What follows belongs to an exercise in optimizing a design on an open flow for small area, a short achievable clock period and few clock cycles per item; a production flow would make more cautious choices. The RTL was checked by simulation tests, not by an equivalence proof against the original design.

## the baseline
Design digraph_letter_sentence_histogram, start of the top module:
module digraph_letter_sentence_histogram (
    input  logic        aclk,
    input  logic        aresetn,
    input  logic        s_valid,
    output logic        s_ready,
    input  logic        s_func,
    input  logic [15:0] s_char_code,
    output logic        m_valid,
    input  logic        m_ready,
    output logic [5:0]  m_letter_index,
    output logic [15:0] m_letter_count,
    output logic [15:0] m_sentence_length,
    output logic        m_last
);
Size: ~3000 cells after synthesis, ~910 flip-flops, roughly 62 I/O pins, about 0.038 mm^2 of cells after synthesis.
==> flow/config.mk <==
export PLATFORM = sky130hd
export DESIGN_NAME = digraph_letter_sentence_histogram
export DESIGN_NICKNAME = digraph_letter_sentence_histogram
export VERILOG_FILES = /design/flow/design.v
export SDC_FILE = /design/flow/constraint.sdc
export NUM_CORES = 4
export LEC_CHECK = 0
export ABC_CLOCK_PERIOD_IN_PS = 2700
export CAP_MARGIN = 20
export CORE_MARGIN = 2
export CORE_UTILIZATION = 40
export SETUP_SLACK_MARGIN = 3.3
export SLEW_MARGIN = 20
==> flow/constraint.sdc <==
create_clock -name core_clock -period 6.0 [get_ports {aclk}]
set_input_delay 1.2000 -clock core_clock [delete_from_list [all_inputs] [get_ports {aclk}]]
set_output_delay 1.2000 -clock core_clock [all_outputs]
set_load 0.01 [all_outputs]
run.sh (not shown) runs the stock make flow with config.mk's settings and CLKGATE_MAP_FILE= SYNTH_SCRIPT=/design/flow/synth_recipe.tcl, a recipe that flattens the netlist after the stock synthesis.
Testbench counts of the baseline, summed over its fixed seeds: cycles 34,123, items 32,123.
Here is what was changed in the inputs of the candidate compared with the baseline.
-- flow/design.v --
<<< the baseline, line 71
                dw_of = 2;
        endcase
    endfunction
    function automatic logic [15:0] sat_inc(input logic [15:0] x);
>>> the candidate, line 71
                dw_of = 2;
        endcase
    endfunction
    function automatic logic [2:0] johnson_val(input logic [2:0] q, input int w);
        int c;
        c = 0;
        for (int i = 0; i < 3; i++) if (i < w && q[i]) c++;
        johnson_val = q[w - 1] ? 3'(2 * w - c) : 3'(c);
    endfunction
    function automatic logic [15:0] sat_inc(input logic [15:0] x);
<<< the baseline, line 203
    logic [4:0] aloc;
    logic       oldA, oldB, stall, fire1;
    assign pm      = pend_v && ((pend_t & r0.tl) != 4'b0000);
    assign cont    = !pm;
    assign chr     = cont && !r0.f;
>>> the candidate, line 209
    logic [4:0] aloc;
    logic       oldA, oldB, stall, fire1;
    assign cont    = !pm;
    assign chr     = cont && !r0.f;
<<< the baseline, line 222
                || (doB && xB_v[r0.bl]);
    assign fire1 = r0_v && !stall;
    req_t din;
    assign din     = decode(s_func, s_char_code);
    assign s_ready = s_rdy;
>>> the candidate, line 227
                || (doB && xB_v[r0.bl]);
    assign fire1 = r0_v && !stall;
    req_t din, nxt;
    assign nxt = sk_v ? sk : din;
    assign din     = decode(s_func, s_char_code);
    assign s_ready = s_rdy;
<<< the baseline, line 240
    end
    always_ff @(posedge aclk) begin
        if (!r0_v || fire1) r0 <= sk_v ? sk : din;
        if (!sk_v) sk <= din;
    end
    logic [15:0] len_inc, len_fin;
>>> the candidate, line 246
    end
    always_ff @(posedge aclk) begin
        if (!r0_v || fire1) r0 <= nxt;
        if (!sk_v) sk <= din;
    end
    always_ff @(posedge aclk) begin
        if (!aresetn) begin
            pm <= 1'b0;
        end else if (fire1) begin
            pm <= setp && ((tail_of(r0.ll) & nxt.tl) != 4'b0000);
        end else if (!r0_v) begin
            pm <= pend_v && ((pend_t & nxt.tl) != 4'b0000);
        end
    end
    logic [15:0] len_inc, len_fin;
<<< the baseline, line 348
                    ra <= '0;
                else if (fire1 && pend_v && oldA && (aloc == 5'(j)))
                    ra <= ra + WA'(1);
                if (emit_now && !eA && (eloc == 5'(j)))
                    rb <= '0;
                else if (fire1 && doB && oldB && (r0.bl == 5'(j)))
                    rb <= rb + WB'(1);
            end
        end
        assign dA[j]    = DW'(ra);
        assign dB[j]    = DW'(rb);
        assign fullA[j] = &ra;
        assign fullB[j] = &rb;
    end
    logic [4:0]  aA, aB;
>>> the candidate, line 363
                    ra <= '0;
                else if (fire1 && pend_v && oldA && (aloc == 5'(j)))
                    ra <= {ra[WA-2:0], !ra[WA-1]};
                if (emit_now && !eA && (eloc == 5'(j)))
                    rb <= '0;
                else if (fire1 && doB && oldB && (r0.bl == 5'(j)))
                    rb <= {rb[WB-2:0], !rb[WB-1]};
            end
        end
        assign dA[j]    = DW'(ra);
        assign dB[j]    = DW'(rb);
        assign fullA[j] = ra[WA-1] && !ra[WA-2];
        assign fullB[j] = rb[WB-1] && !rb[WB-2];
    end
    logic [4:0]  aA, aB;
<<< the baseline, line 393
        rdA     <= frA;
        rdB     <= frB;
        dv      <= eA ? dA[eloc] : dB[eloc];
        for (int j = 0; j < 18; j++) begin
            if (wbA_v && (wbA_i == 5'(j))) cA[j] <= wdA;
>>> the candidate, line 408
        rdA     <= frA;
        rdB     <= frB;
        dv      <= johnson_val(eA ? dA[eloc] : dB[eloc], dw_of(e));
        for (int j = 0; j < 18; j++) begin
            if (wbA_v && (wbA_i == 5'(j))) cA[j] <= wdA;
Higher first-pass GRT wire length was reported by the candidate, not the baseline.
Row routed wire length: the candidate higher / the baseline lower
Sort the candidate and the baseline by slew of the pin with the lowest slew margin asc -> top: the candidate
Looking at number of antenna repair diodes, the candidate sits 1 above the baseline.
Detailed router's first-iteration violation count, the candidate and the baseline: larger value in the candidate
The candidate — final core area utilization 0.24 points higher, the baseline as reference
| minimum clock period after layout | the candidate vs the baseline | 0.43 ns lower |
Looking only at relative slew slack, and setting everything else aside, the lower value of the candidate and the baseline goes to the baseline.
When the candidate is set beside the baseline, its maximum clock frequency turns out to be 14% larger.
Testbench counts of the candidate, summed over its fixed seeds: cycles 34,222, items 32,123.

==> afterwards: timing with drivers on the ports <==
Ports are ideal in the flow. The routed layouts listed here were re-timed in OpenROAD.
Step 1: set_driving_cell puts a clkbuf_16 on aclk and a buf_2 on each other input, an assumption about the parent block.
Step 2, shift: input delay + t, output delay - t, t = (earliest + latest rising clock arrival at the registers) / 2. This alone moves slack from input paths to output paths.
Slacks: ideal / step 1 / step 2; pairs: ideal / step 1.
| run | shift t [ns] | setup WS [ns] | worst data-port slew with drivers (ns) |
|---|---|---|---|
| the baseline | 0.732 | 2.441 / 2.441 / 2.441 | 0.04 |
| the candidate | 0.724 | 2.873 / 2.873 / 2.701 | 0.04 |
After both steps every run listed still meets setup and hold. For the candidate, which loses most, drivers alone change the setup slack by 0.000 ns; drivers and shift together by -0.172 ns.
